Background: an optimization exercise with open tools, aiming at small area, a short achievable clock period and few clock cycles. Do not read the settings as production practice.
No functional check of the RTL was part of any run shown here.
Power and IR drop assume default switching activity.

==> flow/design.v <==
`timescale 1ns / 1ps
package cmdp_pkg;
    localparam int JOINT_COUNT_DEF = 6;
    localparam logic [7:0] CH_NUL   = 8'h00;
    localparam logic [7:0] CH_PLUS  = 8'h2B;
    localparam logic [7:0] CH_MINUS = 8'h2D;
    localparam logic [7:0] CH_DIG1  = 8'h31;
    localparam logic [7:0] CH_A     = 8'h41;
    localparam logic [7:0] CH_E     = 8'h45;
    localparam logic [7:0] CH_J     = 8'h4A;
    localparam logic [7:0] CH_M     = 8'h4D;
    localparam logic [7:0] CH_O     = 8'h4F;
    localparam logic [7:0] CH_S     = 8'h53;
    localparam logic [7:0] CH_T     = 8'h54;
    localparam logic [7:0] CH_V     = 8'h56;
    localparam logic [4:0] P_M    = 5'd0;    
    localparam logic [4:0] P_O    = 5'd1;    
    localparam logic [4:0] P_V    = 5'd2;    
    localparam logic [4:0] P_E    = 5'd3;    
    localparam logic [4:0] P_J    = 5'd4;    
    localparam logic [4:0] P_JD   = 5'd5;    
    localparam logic [4:0] P_N1   = 5'd6;    
    localparam logic [4:0] P_S    = 5'd7;    
    localparam logic [4:0] P_SA   = 5'd8;    
    localparam logic [4:0] P_SD   = 5'd9;    
    localparam logic [4:0] P_N2   = 5'd10;   
    localparam logic [4:0] P_T    = 5'd11;   
    localparam logic [4:0] P_TA   = 5'd12;   
    localparam logic [4:0] P_TD   = 5'd13;   
    localparam logic [4:0] P_N3   = 5'd14;   
    localparam logic [4:0] P_TT   = 5'd15;   
    localparam logic [4:0] P_N4   = 5'd16;   
    localparam logic [4:0] P_END  = 5'd17;   
    localparam logic [4:0] P_FAIL = 5'd18;   
    function automatic logic is_ws(logic [7:0] c);
        is_ws = (c == 8'h20) || ((c >= 8'h09) && (c <= 8'h0D));
    endfunction
    function automatic logic is_digit(logic [7:0] c);
        is_digit = (c >= 8'h30) && (c <= 8'h39);
    endfunction
endpackage
`timescale 1ns / 1ps
module cmdp_parser
(
    input  logic        clk,
    input  logic        rst_n,
    input  logic        in_v,
    input  logic [7:0]  ch,
    output logic        push,        
    output logic [1:0]  push_lane,   
    output logic        push_bank,
    output logic [31:0] value,       
    output logic        term,        
    output logic        term_acc,
    output logic        term_bank
);
    logic [4:0]  pos_reg,  pos_next;
    logic [2:0]  jn_reg,   jn_next;
    logic        sgn_reg,  sgn_next;    
    logic        dig_reg,  dig_next;    
    logic        neg_reg,  neg_next;
    logic        bank_reg;
    logic [31:0] acc_reg;
    logic        take_digit;
    logic        nul;
    logic        ws;
    logic        digit;
    logic        jdig;
    logic        in_num;
    logic [4:0]  after;        
    logic [7:0]  lit;          
    logic        skip_ws;
    logic [4:0]  lit_next;
    logic [31:0]        t;
    logic [31:0]        a;
    logic [31:0]        sd;
    logic               clear;
    logic               sat_p;
    logic               sat_n;
    logic [3:0]         d;
    logic               nd;
    logic [31:0]        acc_new;
    assign nul   = (ch == cmdp_pkg::CH_NUL);
    assign ws    = cmdp_pkg::is_ws(ch);
    assign digit = cmdp_pkg::is_digit(ch);
    assign jdig  = (ch == (cmdp_pkg::CH_DIG1 + {5'd0, jn_reg}));
    assign in_num = (pos_reg == cmdp_pkg::P_N1) || (pos_reg == cmdp_pkg::P_N2) ||
                    (pos_reg == cmdp_pkg::P_N3) || (pos_reg == cmdp_pkg::P_N4);
    always_comb
    begin
        case (pos_reg)
            cmdp_pkg::P_N1: after = cmdp_pkg::P_S;
            cmdp_pkg::P_N2: after = cmdp_pkg::P_T;
            cmdp_pkg::P_N3: after = (jn_reg == 3'd5) ? cmdp_pkg::P_TT : cmdp_pkg::P_J;
            default:        after = cmdp_pkg::P_END;
        endcase
    end
    assign nd      = neg_reg;
    assign d       = ch[3:0];
    assign a       = acc_reg;
    assign sd      = {{28{nd}}, d ^ {4{nd}}};
    assign t       = (a << 3) + (a << 1) + sd + {31'd0, nd};
    assign sat_p   = !nd && ((acc_reg > 32'd214748364) || ((acc_reg == 32'd214748364) && (d >= 4'd8)));
    assign sat_n   =  nd && ((acc_reg[31] && (acc_reg < 32'hF3333334)) || ((acc_reg == 32'hF3333334) && (d == 4'd9)));
    assign acc_new = (sat_p || sat_n) ? {nd, {31{!nd}}} : t;
    assign clear   = push || (in_v && !dig_reg && (pos_reg != cmdp_pkg::P_END));
    always_comb
    begin
        lit      = cmdp_pkg::CH_DIG1 + {5'd0, jn_reg};
        skip_ws  = 1'b0;
        lit_next = cmdp_pkg::P_FAIL;
        case ((in_num && dig_reg && !digit) ? after : pos_reg)
            cmdp_pkg::P_M:  begin lit = cmdp_pkg::CH_M; lit_next = cmdp_pkg::P_O; end
            cmdp_pkg::P_O:  begin lit = cmdp_pkg::CH_O; lit_next = cmdp_pkg::P_V; end
            cmdp_pkg::P_V:  begin lit = cmdp_pkg::CH_V; lit_next = cmdp_pkg::P_E; end
            cmdp_pkg::P_E:  begin lit = cmdp_pkg::CH_E; lit_next = cmdp_pkg::P_J; end
            cmdp_pkg::P_J:  begin lit = cmdp_pkg::CH_J; lit_next = cmdp_pkg::P_JD; skip_ws = 1'b1; end
            cmdp_pkg::P_JD: lit_next = cmdp_pkg::P_N1;
            cmdp_pkg::P_S:  begin lit = cmdp_pkg::CH_S; lit_next = cmdp_pkg::P_SA; skip_ws = 1'b1; end
            cmdp_pkg::P_SA: begin lit = cmdp_pkg::CH_A; lit_next = cmdp_pkg::P_SD; end
            cmdp_pkg::P_SD: lit_next = cmdp_pkg::P_N2;
            cmdp_pkg::P_T:  begin lit = cmdp_pkg::CH_T; lit_next = cmdp_pkg::P_TA; skip_ws = 1'b1; end
            cmdp_pkg::P_TA: begin lit = cmdp_pkg::CH_A; lit_next = cmdp_pkg::P_TD; end
            cmdp_pkg::P_TD: lit_next = cmdp_pkg::P_N3;
            cmdp_pkg::P_TT: begin lit = cmdp_pkg::CH_T; lit_next = cmdp_pkg::P_N4; skip_ws = 1'b1; end
            default:        ;
        endcase
    end
    always_comb
    begin
        pos_next   = pos_reg;
        jn_next    = jn_reg;
        sgn_next   = sgn_reg;
        dig_next   = dig_reg;
        neg_next   = neg_reg;
        take_digit = 1'b0;
        push       = 1'b0;
        if (in_v && !nul)
        begin
            if (in_num)
            begin
                if (dig_reg)
                begin
                    if (digit)
                        take_digit = 1'b1;
                    else
                    begin
                        push     = (pos_reg != cmdp_pkg::P_N4);
                        dig_next = 1'b0;
                        neg_next = 1'b0;
                        if (pos_reg == cmdp_pkg::P_N3)
                            jn_next = jn_reg + 3'd1;
                        if (pos_reg == cmdp_pkg::P_N4)
                            pos_next = cmdp_pkg::P_END;
                        else if (ws)
                            pos_next = after;
                        else if (ch == lit)
                            pos_next = lit_next;
                        else
                            pos_next = cmdp_pkg::P_FAIL;
                    end
                end
                else if (sgn_reg)
                begin
                    if (digit)
                    begin
                        take_digit = 1'b1;
                        sgn_next   = 1'b0;
                        dig_next   = 1'b1;
                    end
                    else
                        pos_next = cmdp_pkg::P_FAIL;
                end
                else if (ws)
                    ;
                else if ((ch == cmdp_pkg::CH_PLUS) || (ch == cmdp_pkg::CH_MINUS))
                begin
                    sgn_next = 1'b1;
                    neg_next = (ch == cmdp_pkg::CH_MINUS);
                end
                else if (digit)
                begin
                    take_digit = 1'b1;
                    dig_next   = 1'b1;
                end
                else
                    pos_next = cmdp_pkg::P_FAIL;
            end
            else if ((pos_reg == cmdp_pkg::P_END) || (pos_reg == cmdp_pkg::P_FAIL))
                ;
            else if (skip_ws && ws)
                ;
            else if ((pos_reg == cmdp_pkg::P_JD) || (pos_reg == cmdp_pkg::P_SD) ||
                     (pos_reg == cmdp_pkg::P_TD))
                pos_next = jdig ? lit_next : cmdp_pkg::P_FAIL;
            else
                pos_next = (ch == lit) ? lit_next : cmdp_pkg::P_FAIL;
        end
        if (in_v && nul)
        begin
            pos_next = cmdp_pkg::P_M;
            jn_next  = 3'd0;
            sgn_next = 1'b0;
            dig_next = 1'b0;
            neg_next = 1'b0;
        end
    end
    assign term      = in_v && nul;
    assign term_acc  = (pos_reg == cmdp_pkg::P_END) || ((pos_reg == cmdp_pkg::P_N4) && dig_reg);
    assign term_bank = bank_reg;
    assign push_bank = bank_reg;
    assign push_lane = (pos_reg == cmdp_pkg::P_N1) ? 2'd0 :
                       (pos_reg == cmdp_pkg::P_N2) ? 2'd1 : 2'd2;
    assign value     = acc_reg;
    always_ff @(posedge clk or negedge rst_n)
    begin
        if (!rst_n)
        begin
            pos_reg  <= cmdp_pkg::P_M;
            jn_reg   <= 3'd0;
            sgn_reg  <= 1'b0;
            dig_reg  <= 1'b0;
            neg_reg  <= 1'b0;
            bank_reg <= 1'b0;
        end
        else
        begin
            pos_reg  <= pos_next;
            jn_reg   <= jn_next;
            sgn_reg  <= sgn_next;
            dig_reg  <= dig_next;
            neg_reg  <= neg_next;
            if (term)
                bank_reg <= !bank_reg;
        end
    end
    always_ff @(posedge clk)
    begin
        if (take_digit)
            acc_reg <= acc_new;
        else if (clear)
            acc_reg <= 32'd0;
    end
endmodule
`timescale 1ns / 1ps
module cmdp_store
(
    input  logic        clk,
    input  logic        rst_n,
    input  logic        push,
    input  logic [1:0]  push_lane,
    input  logic        push_bank,
    input  logic [31:0] value,
    input  logic        term,
    input  logic        term_acc,
    input  logic        term_bank,
    input  logic        zero_taken,
    output logic        busy,
    output logic        rec_valid,
    input  logic        rec_ready,
    output logic [2:0]  rec_record_index,
    output logic [31:0] rec_joint_angle,
    output logic [31:0] rec_start_reload,
    output logic [31:0] rec_target_reload,
    output logic [31:0] rec_duration_ms,
    output logic        rec_accepted,
    output logic        rec_last_record
);
    logic [31:0] lane_a0 [0:5];
    logic [31:0] lane_a1 [0:5];
    logic [31:0] lane_a2 [0:5];
    logic [31:0] lane_b0 [0:5];
    logic [31:0] lane_b1 [0:5];
    logic [31:0] lane_b2 [0:5];
    logic        out_valid;
    logic        sel_a;
    logic        sel_b;
    logic [2:0]  out_idx;
    logic [31:0] out_dur;
    logic        busy_reg;
    logic        out_acc;
    logic        out_last;
    logic        take;
    logic        rd_a;
    logic        rd_b;
    logic [2:0]  sh_a;
    logic [2:0]  sh_b;
    logic        valid_next;
    assign out_acc  = sel_a || sel_b;
    assign out_last = !out_acc || (out_idx[2] && out_idx[0]);
    assign take     = out_valid && rec_ready;
    assign rd_a = take && sel_a;
    assign rd_b = take && sel_b;
    always_comb
    begin
        for (int l = 0; l < 3; l++)
        begin
            sh_a[l] = rd_a || (push && !push_bank && (push_lane == 2'(l)));
            sh_b[l] = rd_b || (push &&  push_bank && (push_lane == 2'(l)));
        end
    end
    always_ff @(posedge clk)
    begin
        for (int w = 0; w < 6; w++)
        begin
            if (sh_a[0]) lane_a0[w] <= (w == 5) ? value : lane_a0[(w + 1) % 6];
            if (sh_a[1]) lane_a1[w] <= (w == 5) ? value : lane_a1[(w + 1) % 6];
            if (sh_a[2]) lane_a2[w] <= (w == 5) ? value : lane_a2[(w + 1) % 6];
            if (sh_b[0]) lane_b0[w] <= (w == 5) ? value : lane_b0[(w + 1) % 6];
            if (sh_b[1]) lane_b1[w] <= (w == 5) ? value : lane_b1[(w + 1) % 6];
            if (sh_b[2]) lane_b2[w] <= (w == 5) ? value : lane_b2[(w + 1) % 6];
        end
    end
    assign valid_next = term || (out_valid && !(take && out_last));
    always_ff @(posedge clk or negedge rst_n)
    begin
        if (!rst_n)
        begin
            out_valid <= 1'b0;
            busy_reg  <= 1'b0;
        end
        else
        begin
            out_valid <= valid_next;
            busy_reg  <= valid_next || zero_taken;
        end
    end
    always_ff @(posedge clk)
    begin
        if (term)
        begin
            sel_a    <= term_acc && !term_bank;
            sel_b    <= term_acc &&  term_bank;
            out_idx  <= 3'd0;
            out_dur  <= term_acc ? value : 32'd0;
        end
        else if (take)
        begin
            out_idx  <= out_idx + 3'd1;
        end
    end
    assign busy              = busy_reg;
    assign rec_valid         = out_valid;
    assign rec_record_index  = out_idx;
    assign rec_joint_angle   = ({32{sel_a}} & lane_a0[0]) | ({32{sel_b}} & lane_b0[0]);
    assign rec_start_reload  = ({32{sel_a}} & lane_a1[0]) | ({32{sel_b}} & lane_b1[0]);
    assign rec_target_reload = ({32{sel_a}} & lane_a2[0]) | ({32{sel_b}} & lane_b2[0]);
    assign rec_duration_ms   = out_dur;
    assign rec_accepted      = out_acc;
    assign rec_last_record   = out_last;
endmodule
`timescale 1ns / 1ps
module motion_command_text_parser_top
(
    input  logic          clk,
    input  logic          rst_n,
    input  logic          cmd_valid,
    output logic          cmd_ready,
    input  logic [7:0]    cmd_ch,
    output logic          rec_valid,
    input  logic          rec_ready,
    output logic [2:0]    rec_record_index,
    output logic [31:0]   rec_joint_angle,
    output logic [31:0]   rec_start_reload,
    output logic [31:0]   rec_target_reload,
    output logic [31:0]   rec_duration_ms,
    output logic          rec_accepted,
    output logic          rec_last_record
);
    logic        busy;
    logic        in_v;
    logic [7:0]  in_ch;
    logic        push;
    logic [1:0]  push_lane;
    logic        push_bank;
    logic [31:0] value;
    logic        term;
    logic        term_acc;
    logic        term_bank;
    assign cmd_ready = !busy || (cmd_ch != 8'h00);
    always_ff @(posedge clk or negedge rst_n)
    begin
        if (!rst_n)
            in_v <= 1'b0;
        else
            in_v <= cmd_valid && cmd_ready;
    end
    always_ff @(posedge clk)
        in_ch <= cmd_ch;
    cmdp_parser u_parser (
        .clk       (clk),
        .rst_n     (rst_n),
        .in_v      (in_v),
        .ch        (in_ch),
        .push      (push),
        .push_lane (push_lane),
        .push_bank (push_bank),
        .value     (value),
        .term      (term),
        .term_acc  (term_acc),
        .term_bank (term_bank)
    );
    cmdp_store u_store (
        .clk               (clk),
        .rst_n             (rst_n),
        .push              (push),
        .push_lane         (push_lane),
        .push_bank         (push_bank),
        .value             (value),
        .term              (term),
        .term_acc          (term_acc),
        .term_bank         (term_bank),
        .zero_taken        (cmd_valid && cmd_ready && (cmd_ch == 8'h00)),
        .busy              (busy),
        .rec_valid         (rec_valid),
        .rec_ready         (rec_ready),
        .rec_record_index  (rec_record_index),
        .rec_joint_angle   (rec_joint_angle),
        .rec_start_reload  (rec_start_reload),
        .rec_target_reload (rec_target_reload),
        .rec_duration_ms   (rec_duration_ms),
        .rec_accepted      (rec_accepted),
        .rec_last_record   (rec_last_record)
    );
endmodule
==> flow/flow/run.sh <==
#!/bin/bash
# Own layout flow: the standard ORFS flow (standard.sh, with the standard
# synthesis unchanged) plus:
#  - port buffers made from a plain buffer cell (every port still gets one);
#  - cr.tcl after floorplan: a fast two-level copy of the cmd_ready logic drives
#    the cmd_ready port (the synthesized logic keeps driving the internal loads);
#  - repair_timing asked for extra setup margin;
#  - CTS without dummy loads.
set -euo pipefail
W=$(pwd)
export BUFFER_PORTS_ARGS="-buffer_cell sky130_fd_sc_hd__buf_1"
export SETUP_SLACK_MARGIN=10.4
export POST_FLOORPLAN_TCL="$W/flow/cr.tcl"
export CTS_ARGS="-sink_clustering_enable -repair_clock_nets -buf_list sky130_fd_sc_hd__clkbuf_4 -sink_clustering_size 10 -sink_clustering_max_diameter 40 -dont_use_dummy_load"
bash standard.sh > standard.log 2>&1
==> flow/flow/cr.tcl <==
# Rebuild the cmd_ready output cone as a fast two-level NOR/NAND tree:
#   cmd_ready = ~busy | (cmd_ch != 0) = NAND4(NOR2(c0,c1), NOR2(c2,c3), NOR2(c4,c5), NOR3(c6,c7,~busy))
# The logic synthesis made stays in place for the internal loads of cmd_ready.
set block [ord::get_db_block]
set crnet [$block findNet cmd_ready]
# driver of cmd_ready and its other loads
set drv ""
foreach it [$crnet getITerms] {
  if {[$it isOutputSignal]} { set drv $it }
}
puts "cmd_ready driver: [[$drv getInst] getName] [[[$drv getInst] getMaster] getName]"
set inet [odb::dbNet_create $block cr_internal]
$drv disconnect
$drv connect $inet
foreach it [$crnet getITerms] {
  $it disconnect
  $it connect $inet
}
# busy flop output
set busy ""
foreach inst [$block getInsts] {
  if {[string match "*busy_reg*" [$inst getName]]} { set busy $inst }
}
puts "busy flop: [$busy getName]"
set busynet [[$busy findITerm Q] getNet]
proc mk {block master name} {
  set m [[ord::get_db] findMaster $master]
  return [odb::dbInst_create $block $m $name]
}
proc net {block name} { return [odb::dbNet_create $block $name] }
set nb [net $block cr_busy_n]
set i [mk $block sky130_fd_sc_hd__inv_1 cr_inv]
[$i findITerm A] connect $busynet
[$i findITerm Y] connect $nb
set outs {}
foreach {k a b} {0 0 1 1 2 3 2 4 5} {
  set n [net $block cr_n$k]
  set g [mk $block sky130_fd_sc_hd__nor2_2 cr_nor$k]
  [$g findITerm A] connect [$block findNet "cmd_ch\[$a\]"]
  [$g findITerm B] connect [$block findNet "cmd_ch\[$b\]"]
  [$g findITerm Y] connect $n
  lappend outs $n
}
set n [net $block cr_n3]
set g [mk $block sky130_fd_sc_hd__nor3_2 cr_nor3]
[$g findITerm A] connect [$block findNet "cmd_ch\[6\]"]
[$g findITerm B] connect [$block findNet "cmd_ch\[7\]"]
[$g findITerm C] connect $nb
[$g findITerm Y] connect $n
lappend outs $n
set g [mk $block sky130_fd_sc_hd__nand4_2 cr_nand]
foreach p {A B C D} o $outs { [$g findITerm $p] connect $o }
[$g findITerm Y] connect $crnet
==> flow/standard.sh <==
#!/bin/bash
# synth_recipe.tcl (not shown) runs the flow's synth.tcl, then flattens the netlist and writes it again
# the make line also repeats each setting of config.mk as NAME=value (left out here)
make -C /OpenROAD-flow-scripts/flow DESIGN_CONFIG=/design/flow/config.mk WORK_HOME=/design/flow/orfs CLKGATE_MAP_FILE= SYNTH_SCRIPT=/design/flow/synth_recipe.tcl "${@:-finish}"
==> flow/config.mk <==
export PLATFORM = sky130hd
export DESIGN_NAME = motion_command_text_parser_top
export DESIGN_NICKNAME = motion_command_text_parser_top
export VERILOG_FILES = /design/flow/design.v
export SDC_FILE = /design/flow/constraint.sdc
export NUM_CORES = 4
export LEC_CHECK = 0
export CAP_MARGIN = 20
export CORE_MARGIN = 2
export CORE_UTILIZATION = 70
export SLEW_MARGIN = 20
==> flow/constraint.sdc <==
create_clock -name core_clock -period 18.0 [get_ports {clk}]
set_input_delay 3.6000 -clock core_clock [delete_from_list [all_inputs] [get_ports {clk}]]
set_output_delay 3.6000 -clock core_clock [all_outputs]
set_load 0.01 [all_outputs]
==> results of run 1 <==
[synth_stat cells (all sizes together), types with 3 or more instances]
cell type / number
a211oi: 8
a21boi: 5
a21o: 15
a21oi: 53
a22o: 97
a22oi: 3
a311o: 3
a31oi: 6
and2: 34
and3: 9
buf: 11
clkbuf: 35
dfrtp: 15
dfxtp: 11
edfxtp: 1218
fa: 29
ha: 35
inv: 18
mux2i: 3
nand2: 43
nand2b: 6
nand3: 28
nand3b: 4
nand4: 14
nor2: 77
nor2b: 3
nor3: 15
nor4: 19
o211ai: 8
o21a: 11
o21ai: 52
o21bai: 3
o31ai: 6
o41ai: 4
or2: 5
or3: 7
or4: 3
xnor2: 23
xor2: 18
[layout by cell type (no fill, tap or decap), drive strengths merged, types with 4 or more instances in the layout]
cell type,instances
a22o,97
inv,19
clkbuf,155
or2,5
o21ai,52
nand2,43
a21boi,5
xor2,18
fa,29
nand4,15
nor2,80
nor3,16
a21o,15
and2,34
nand3b,4
o31ai,6
dfxtp,11
xnor2,23
edfxtp,1218
nand2b,6
buf,172
o21a,11
or3,7
nand3,28
o211ai,8
a211oi,8
o41ai,4
ha,35
a21oi,53
dfrtp,15
nor4,19
and3,9
a31oi,6
[routing by layer]
layer	routed length, um	vias to the layer above
met5	17	-
met4	1560	2
met3	4560	132
met2	32500	580
met1	29600	9145
li1	-	8493
[timing repair]
item	4_1_cts	5_1_grt
setup buffers	1	0
gates resized for setup	17	0
pin swaps	5	0
setup endpoints to repair	1	1
[worst max-delay path, delay by kind of cell]
family                 cells  cell delay, ps
AND/OR/NAND/NOR            2             270
buffers and inverters      2             250
[where the power goes]
| part | switching, mW | total, mW | internal (mW) |
|---|---|---|---|
| Clock | 0.771 | 1.17 | 0.394 |
| Sequential | 0.0544 | 3.23 | 3.17 |
| Combinational | 0.122 | 0.198 | 0.0759 |
| Total | 0.948 | 4.59 | 3.64 |
[kinds of logic (layout without fill, tap and decap cells)]
kind of cell,Yosys count,count (layout),synth area share (%)
DFF,1244,1244,87.4
AOI/OAI and AO/OA,295,295,5.10
and+or+nand+nor,279,284,3.46
adders and majority gates,64,64,2.39
buffers and inverters,64,346,0.703
xor gates and xnor gates,41,41,0.844
muxes,5,5,0.124
other,0,3,0
[final timing paths]
path,cells past startpoint,end,slack (ps)
max,4,cmd_ready,10280
min,0,u_store.lane_a2[4][6],360
max reg2reg,8,u_store.lane_a1[3][0],13050
min reg2reg,0,u_store.lane_a2[4][6],360
max in group asynchronous,1,u_parser.jn_reg[1],15020
min in group asynchronous,1,u_store.busy_reg,2570
[per-stage QoR]
stage / area [sq um] / util (%) / power (mW) / std cells
after floorplan: 42600 / - / 3.42 / 1992
after global placement: 44200 / 73.4 / 3.48 / 2905
after detailed placement: 44200 / 73.4 / 3.49 / 2905
after CTS: 45400 / 75.4 / 4.65 / 3060
after global routing: 45400 / 75.4 / 4.78 / 3064
final: 45400 / 75.4 / 4.59 / 3064
[area by class of cell]
type / instances / area share, %
flip-flops and latches: 1244 / 81.8
multi-input cells: 689 / 11.5
clock buffers: 154 / 2.54
repair buffers: 173 / 1.79
well taps: 782 / 2.15
inverters: 19 / 0.157
diodes: 3 / 0.0165
==> flow_summary.yaml, run 1 <==
cts:
  hold_buffers: 0
  tritoncts: "yes"
  cts-root-buf: "clkbuf_4"
  cts_inserted_buffers: 154
  clk_latency_ps: 970
  numClockSinks: 1244
  clk_path_buf_depth: 3
  cts.clk_slew.worst_paths_ps: 100
  h-tree-depth: 4
drt:
  initialDrtViolationCount: 1591
  drtAntennaViolNets: 0
  drtPass1Iterations: 5
  postRouteWirelength_um: 68200
  vias_per_cell: 5.99
  drcViolationCount: 0
  vias: 18400
  wl_per_cell_um: 22.3
critical_path:
  startpoint_type: "input port"
  cp-end-kind: "output pin"
  crit_chain: "buf_8 > nor3_4 > nand4_2 > buf_2"
  rr_startpoint: "u_parser.pos_reg[4]"
  crit_type: "input port to output pin"
  slowest_delay_ps: 170
  cp-startpoint: "cmd_ch[7]"
  arrival_ps: 4120
  cp_slowest_cell: "nor3_4"
  cp_max_fo: 2
  crit_required_ps: 14400
floorplanning:
  start_util_pct: 70.6
  dieArea_sq_mm: 0.0628
  core-area_sq_mm: 0.0602
  fp.dieH_um: 251
  ioPinCount: 147
  fp.dieW_um: 251
  row_count: 90
outcome:
  status: "no timing/DRC/antenna violations"
worst_hold_path:
  hp-start: "u_store.lane_a2[5][6]"
  hold_class: "flip-flop to flip-flop"
place:
  hpwl_um: 39400
  io_buffer_count: 146
  gp_congestion: 0.896
  pre_cts_ws_ps: 10200
sta:
  fmax_ghz: 0.129
  whs_ps: 361
  fin_ws_ps: 10280
  period_share_pct: 42.9
  fin_worst_skew_ps: 74.0
  report.final.setup_viol: 0
  worst_slew_pin_slew_ps: 1070
  maxSlewViolCount: 0
  fin_tns_setup_ps: 0
  fin_crit_ps: 7720
  rsz0062_at_grt: "true"
  slew_headroom_pct: 28.5
  hold_violations: 0
synthesis:
  ys_ff_latch: 1244
  netlist_top_cells_area: "edfxtp_1 (86%), a22o_1 (2.0%), fa_1 (1.4%)"
  async_flop_share_pct: 1.21
  synth_top_area_cell: "edfxtp_1"
  synth_edf_count: 1218
  synthFlopType: "edfxtp_1"
  seq_area_frac_synth_pct: 87.4
  avgSynthCellArea_sq_um: 21.4
  synth.distinct_cells: 83
  yosysTopAreaCellShare_pct: 86.0
  yosys_warnings: 9
  netlist_area_sq_mm: 0.0425
  syn_inst: 1992
  syn_nets: 2068
global_route:
  antenna_found_initial: 6
  use_met3_pct: 6.02
  grt_max_degree: 193
  grt_pass1_wl_um: 104000
  overflow: 0
  gr-usage-met2_pct: 34.3
  grt_use_met1_pct: 32.3
  grt_pass1_vias: 18400
  grt_busiest_layer: "met2"
  grt_usage_pct: 22.4
final_layout:
  fillers: 3346
  drive_gt1_share_pct: 10.4
  multi_input_area_sq_mm: 0.00525
  finalNetCount: 2357
  ff_latch_area_sq_mm: 0.0372
  area_growth_pct: 6.83
power_and_ir_drop:
  p_leak_nw: 14.6
  peakVddDrop_mv: 0.0742
  p_per_area_mw_per_mm2: 101
run:
  maxCapViolations: 0
==> run 2: changes to the inputs <==
--- a/flow/config.mk
+++ b/flow/config.mk
@@ -7,5 +7,5 @@
 export LEC_CHECK = 0
 export CAP_MARGIN = 20
 export CORE_MARGIN = 2
-export CORE_UTILIZATION = 70
+export CORE_UTILIZATION = 85
 export SLEW_MARGIN = 20
==> run 2 against run 1 <==
The flow now stops in 3_5_place_dp. Synthesized area did not move. Synthesized cell count did not move.
==> flow_summary.yaml, run 2 <==
synthesis:
  netlist_area_sq_mm: 0.0425
  ys_ff_latch: 1244
  yosys_warnings: 9
  syn_nets: 2068
  synth_top_area_cell: "edfxtp_1"
  synth.distinct_cells: 83
  synthTopCellsByCount: "edfxtp_1 (1,218), a22o_1 (97), nor2_1 (75)"
  async_flop_share_pct: 1.21
  avgSynthCellArea_sq_um: 21.4
  syn_inst: 1992
  yosysTopAreaCellShare_pct: 86.0
  synthFlopType: "edfxtp_1"
  seq_area_frac_synth_pct: 87.4
  netlist_top_cells_area: "edfxtp_1 (86%), a22o_1 (2.0%), fa_1 (1.4%)"
  synth_edf_count: 1218
  synth.most_common_cell: "edfxtp_1"
outcome:
  status: "stopped before the end"
  tool.error: "[ERROR DPL-0033] detailed placement checks failed during check placement."
  lastStage: "3_5_place_dp"
place:
  hpwl_um: 60400
  gp_congestion: 0.884
  io_buffer_count: 146
floorplanning:
  ioPinCount: 147
  start_util_pct: 86.5
  fp.dieW_um: 228
  fp.dieH_um: 228
  row_count: 81
==> run 2: metrics by stage <==
step	instance area, sq um	cells	hold WS, ps	power, mW	setup slack (ps)
global placement	44100	2788	400	3.48	10210
floorplan	42600	1992	400	3.42	7370
==> run 2: worst max path at each step <==
stage | startpoint | cells past startpoint | end | slack, ps
2_1_floorplan | in_ch[1] | 6 | u_store.lane_a0[0][0] | 7370
3_3_place_gp | cmd_ch[6] | 4 | cmd_ready | 10210
==> run 2: cells by family after synthesis <==
group	Yosys count	synth area share (%)
simple gates	279	3.46
buf+inv	64	0.703
compound gates	295	5.10
mux	5	0.124
fa+ha+maj	64	2.39
flops	1244	87.4
xor+xnor	41	0.844
==> run 2: power by group through the flow <==
stage | sequential (mW) | clock, mW | combinational, mW
floorplan | 3.27 | 0 | 0.155
global placement | 3.29 | 0 | 0.191
==> run 3: changes to the inputs <==
--- a/flow/flow/run.sh
+++ b/flow/flow/run.sh
@@ -11,5 +11,5 @@
 export BUFFER_PORTS_ARGS="-buffer_cell sky130_fd_sc_hd__buf_1"
 export SETUP_SLACK_MARGIN=10.4
 export POST_FLOORPLAN_TCL="$W/flow/cr.tcl"
-export CTS_ARGS="-sink_clustering_enable -repair_clock_nets -buf_list sky130_fd_sc_hd__clkbuf_4 -sink_clustering_size 10 -sink_clustering_max_diameter 40 -dont_use_dummy_load"
+export CTS_ARGS="-sink_clustering_enable -repair_clock_nets -buf_list sky130_fd_sc_hd__clkbuf_16 -sink_clustering_size 24 -sink_clustering_max_diameter 60 -dont_use_dummy_load"
 bash standard.sh > standard.log 2>&1
--- a/flow/config.mk
+++ b/flow/config.mk
@@ -7,5 +7,5 @@
 export LEC_CHECK = 0
 export CAP_MARGIN = 20
 export CORE_MARGIN = 2
-export CORE_UTILIZATION = 85
+export CORE_UTILIZATION = 70
 export SLEW_MARGIN = 20
==> run 3 against run 2 <==
Now clean on timing, DRC and antenna. Synthesized cell count stayed put. Synthesized area unchanged.
==> flow_summary.yaml, run 3 <==
outcome:
  status: "no timing/DRC/antenna violations"
place:
  gp_congestion: 0.896
  io_buffer_count: 146
  dpl.cell_count: 2905
  dpl_cell_area_sq_mm: 0.0442
  hpwl_um: 39400
final_layout:
  finalNetCount: 2270
  ff_latch_area_sq_mm: 0.0372
  multi_input_area_sq_mm: 0.00525
  layout_common_cells: "edfxtp_1 (1,218), buf_1 (137), a22o_1 (97), nor2_1 (74), clkbuf_16 (67)"
  fin_cells: 2975
  drive_gt1_share_pct: 6.80
  design_area_sq_mm: 0.0460
  fillers: 3224
  area_growth_pct: 8.04
  layout_commonest_cell: "edfxtp_1"
synthesis:
  synth_edf_count: 1218
  synth.distinct_cells: 83
  yosysTopAreaCellShare_pct: 86.0
  yosys_warnings: 9
  synthFlopType: "edfxtp_1"
  syn_nets: 2068
  synthTopCellsByCount: "edfxtp_1 (1,218), a22o_1 (97), nor2_1 (75)"
  synth.most_common_cell: "edfxtp_1"
  netlist_area_sq_mm: 0.0425
  seq_area_frac_synth_pct: 87.4
  ys_ff_latch: 1244
  avgSynthCellArea_sq_um: 21.4
  async_flop_share_pct: 1.21
  synth_top_area_cell: "edfxtp_1"
  syn_inst: 1992
  netlist_top_cells_area: "edfxtp_1 (86%), a22o_1 (2.0%), fa_1 (1.4%)"
floorplanning:
  core-area_sq_mm: 0.0602
  fp.dieW_um: 251
  row_count: 90
  dieArea_sq_mm: 0.0628
  fp.dieH_um: 251
  start_util_pct: 70.6
  ioPinCount: 147
cts:
  clk_latency_ps: 620
  hold_buffers: 0
  h-tree-depth: 3
  numClockSinks: 1244
  cts-root-buf: "clkbuf_16"
  clk_path_buf_depth: 3
  cts_inserted_buffers: 67
  cts.clk_slew.worst_paths_ps: 80
  tritoncts: "yes"
power_and_ir_drop:
  pwr-share-comb_pct: 4.1
  sequentialPowerShare_pct: 66.2
  p_leak_nw: 14.8
  p_switching_mw: 0.962
  peakVddDrop_mv: 0.115
  p_clk_share_pct: 29.7
  p_per_area_mw_per_mm2: 106
  swShare_pct: 19.7
  p_int_mw: 3.91
drt:
  drcViolationCount: 0
  postRouteWirelength_um: 69500
  vias: 18100
  drtAntennaViolNets: 0
  vias_per_cell: 6.07
  drtPass1Iterations: 6
  wl_per_cell_um: 23.4
  initialDrtViolationCount: 1622
sta:
  slew_headroom_pct: 28.2
  hold_violations: 0
  report.final.setup_viol: 0
  worst_slew_pin_slew_ps: 1080
  rsz0062_at_grt: "true"
  maxSlewViolCount: 0
  fin_worst_skew_ps: 69.8
  fin_crit_ps: 7720
  fin_tns_setup_ps: 0
  period_share_pct: 42.9
  fmax_ghz: 0.130
global_route:
  grt_pass1_wl_um: 105000
  antenna_found_initial: 3
  grt_max_degree: 193
  grt_pass1_vias: 17800
  grt_usage_pct: 22.5
  overflow: 0
critical_path:
  cp_slowest_cell: "nor3_4"
  cp-end-kind: "output pin"
  crit_required_ps: 14400
  startpoint_type: "input port"
  cp_max_fo: 2
  cp_top_family: "simple AND/OR/NAND/NOR gates"
  slowest_delay_ps: 170
  arrival_ps: 4120
  crit_type: "input port to output pin"
  cp_num_buf_inv: 2
  crit_chain: "buf_8 > nor3_4 > nand4_2 > buf_2"
worst_hold_path:
  hold_class: "flip-flop to flip-flop"
run:
  maxCapViolations: 0
==> run 3: final timing paths <==
kind                                  startpoint                endpoint  slack [ps]  cells after the start
setup reg to reg             u_parser.pos_reg[4]  u_store.lane_a1[1][18]       13010                      8
hold / removal             u_store.lane_a2[5][6]   u_store.lane_a2[4][6]         370                      0
max in group asynchronous                  rst_n        u_parser.sgn_reg       14660                      1
min in group asynchronous                  rst_n       u_store.out_valid        2970                      1
hold reg to reg            u_store.lane_a2[5][6]   u_store.lane_a2[4][6]         370                      0
setup / recovery                       cmd_ch[7]               cmd_ready       10280                      4
==> run 3: logic make-up (layout without fill, tap and decap cells) <==
logic type | count (synthesis) | after routing | share of synthesized area (%)
and+or+nand+nor | 279 | 284 | 3.46
xor gates and xnor gates | 41 | 41 | 0.844
buffers and inverters | 64 | 259 | 0.703
adders and majority gates | 64 | 64 | 2.39
DFF | 1244 | 1244 | 87.4
AOI/OAI and AO/OA | 295 | 295 | 5.10
other | 0 | 1 | 0
muxes | 5 | 5 | 0.124
==> run 3: per-layer routing <==
metal | track usage (%) | share of wire [%]
met1 | 32.9 | 43
met2 | 35.7 | 48
met3 | 4.50 | 6.0
met4 | 6.06 | 2.5
met5 | 0 | 0
==> run 3: power groups by stage <==
stage	Combinational [mW]	Clock [mW]	Sequential (mW)
2_1_floorplan	0.155	0	3.27
3_3_place_gp	0.190	0	3.29
3_5_place_dp	0.195	0	3.29
4_1_cts	0.198	1.49	3.23
5_1_grt	0.222	1.57	3.23
6_report	0.199	1.45	3.23
==> run 3: layout make-up <==
cell class / instances / area share [%]
Antenna cell: 1 / 0.00544
Clock buffer: 67 / 3.65
Inverter: 19 / 0.155
Multi-Input combinational cell: 689 / 11.4
Sequential cell: 1244 / 80.9
Tap cell: 782 / 2.13
Timing Repair Buffer: 173 / 1.77
==> run 3: what timing repair did <==
| action | CTS | global route |
|---|---|---|
| buffers inserted | 1 | 0 |
| pin swaps | 5 | 0 |
| setup endpoints to repair | 1 | 1 |
| resized for setup | 17 | 0 |
==> run 3: per-stage QoR <==
stage	hold WS, ps	utilization, %	setup WS [ps]	total power, mW
after floorplan	400	-	7370	3.42
final	368	76.3	10280	4.88
after detailed placement	405	73.4	10200	3.49
after global placement	400	73.4	10200	3.48
after global routing	377	76.3	10260	5.03
after CTS	363	76.2	10310	4.92
==> run 4: changes to the inputs <==
--- a/flow/flow/run.sh
+++ b/flow/flow/run.sh
@@ -11,5 +11,5 @@
 export BUFFER_PORTS_ARGS="-buffer_cell sky130_fd_sc_hd__buf_1"
 export SETUP_SLACK_MARGIN=10.4
 export POST_FLOORPLAN_TCL="$W/flow/cr.tcl"
-export CTS_ARGS="-sink_clustering_enable -repair_clock_nets -buf_list sky130_fd_sc_hd__clkbuf_16 -sink_clustering_size 24 -sink_clustering_max_diameter 60 -dont_use_dummy_load"
+export CTS_ARGS="-sink_clustering_enable -repair_clock_nets -buf_list sky130_fd_sc_hd__clkbuf_4 -sink_clustering_size 14 -sink_clustering_max_diameter 40 -dont_use_dummy_load"
 bash standard.sh > standard.log 2>&1
--- a/flow/config.mk
+++ b/flow/config.mk
@@ -7,5 +7,5 @@
 export LEC_CHECK = 0
 export CAP_MARGIN = 20
 export CORE_MARGIN = 2
-export CORE_UTILIZATION = 70
+export CORE_UTILIZATION = 85
 export SLEW_MARGIN = 20
==> run 4 against run 3 <==
The flow now stops in 3_5_place_dp. Synthesized area is the same. Synthesized cell count did not move.
==> flow_summary.yaml, run 4 <==
synthesis:
  yosys_warnings: 9
  netlist_top_cells_area: "edfxtp_1 (86%), a22o_1 (2.0%), fa_1 (1.4%)"
  synth_edf_count: 1218
  yosysTopAreaCellShare_pct: 86.0
  synthTopCellsByCount: "edfxtp_1 (1,218), a22o_1 (97), nor2_1 (75)"
  synth.most_common_cell: "edfxtp_1"
  async_flop_share_pct: 1.21
  synthFlopType: "edfxtp_1"
  avgSynthCellArea_sq_um: 21.4
  syn_inst: 1992
  ys_ff_latch: 1244
  seq_area_frac_synth_pct: 87.4
  synth_top_area_cell: "edfxtp_1"
  synth.distinct_cells: 83
  netlist_area_sq_mm: 0.0425
  syn_nets: 2068
floorplanning:
  fp.dieH_um: 228
  start_util_pct: 86.5
  ioPinCount: 147
  row_count: 81
  fp.dieW_um: 228
outcome:
  tool.error: "[ERROR DPL-0033] detailed placement checks failed during check placement."
  status: "stopped before the end"
  lastStage: "3_5_place_dp"
place:
  hpwl_um: 60400
  io_buffer_count: 146
  gp_congestion: 0.884
run 4: cell counts after synthesis:
No cell type changed its count.
run 4: metrics by stage:
| stage | setup WS, ps | std cells | area (sq um) |
|---|---|---|---|
| floorplan | 7370 | 1992 | 42600 |
| global placement | 10210 | 2788 | 44100 |
run 4: how the worst max path moves through the flow:
stage / startpoint / to / slack (ps) / cells after the start
2_1_floorplan: in_ch[1] / u_store.lane_a0[0][0] / 7370 / 6
3_3_place_gp: cmd_ch[6] / cmd_ready / 10210 / 4
run 4: cell families after synthesis:
group / count (synthesis) / synth area share [%]
AOI/OAI and AO/OA: 295 / 5.10
xor gates and xnor gates: 41 / 0.844
adders and majority gates: 64 / 2.39
buffers and inverters: 64 / 0.703
DFF: 1244 / 87.4
muxes: 5 / 0.124
and+or+nand+nor: 279 / 3.46
run 4: power groups by stage:
stage	logic (mW)	clock network, mW	registers [mW]
global placement	0.191	0	3.29
floorplan	0.155	0	3.27

-- afterwards: timing with drivers on the ports --
In the flow no input, the clock included, has a driving cell. The finished layouts below were timed again as built, in two steps. Step 1 (the two cells are an assumption about what drives the block):
set clk [get_ports {clk}]
set_driving_cell -lib_cell sky130_fd_sc_hd__clkbuf_16 $clk
set_driving_cell -lib_cell sky130_fd_sc_hd__buf_2 [delete_from_list [all_inputs] $clk]
Step 2 times the ports against the registers' clock, not the clock port: input delays grow and output delays shrink by t, the midpoint of the rising clock arrivals with the driver on. a / b / c = no drivers / after step 1 / after step 2; a / b = the first two.
run | t (ns) | setup slack, ns | latest minus earliest clock arrival (ns)
run 1 | 0.997 | 10.276 / 10.232 / 10.232 | 0.080 / 0.080
run 3 | 0.650 | 10.282 / 10.238 / 10.238 | 0.079 / 0.079
After both steps setup and hold are still met in every run listed.
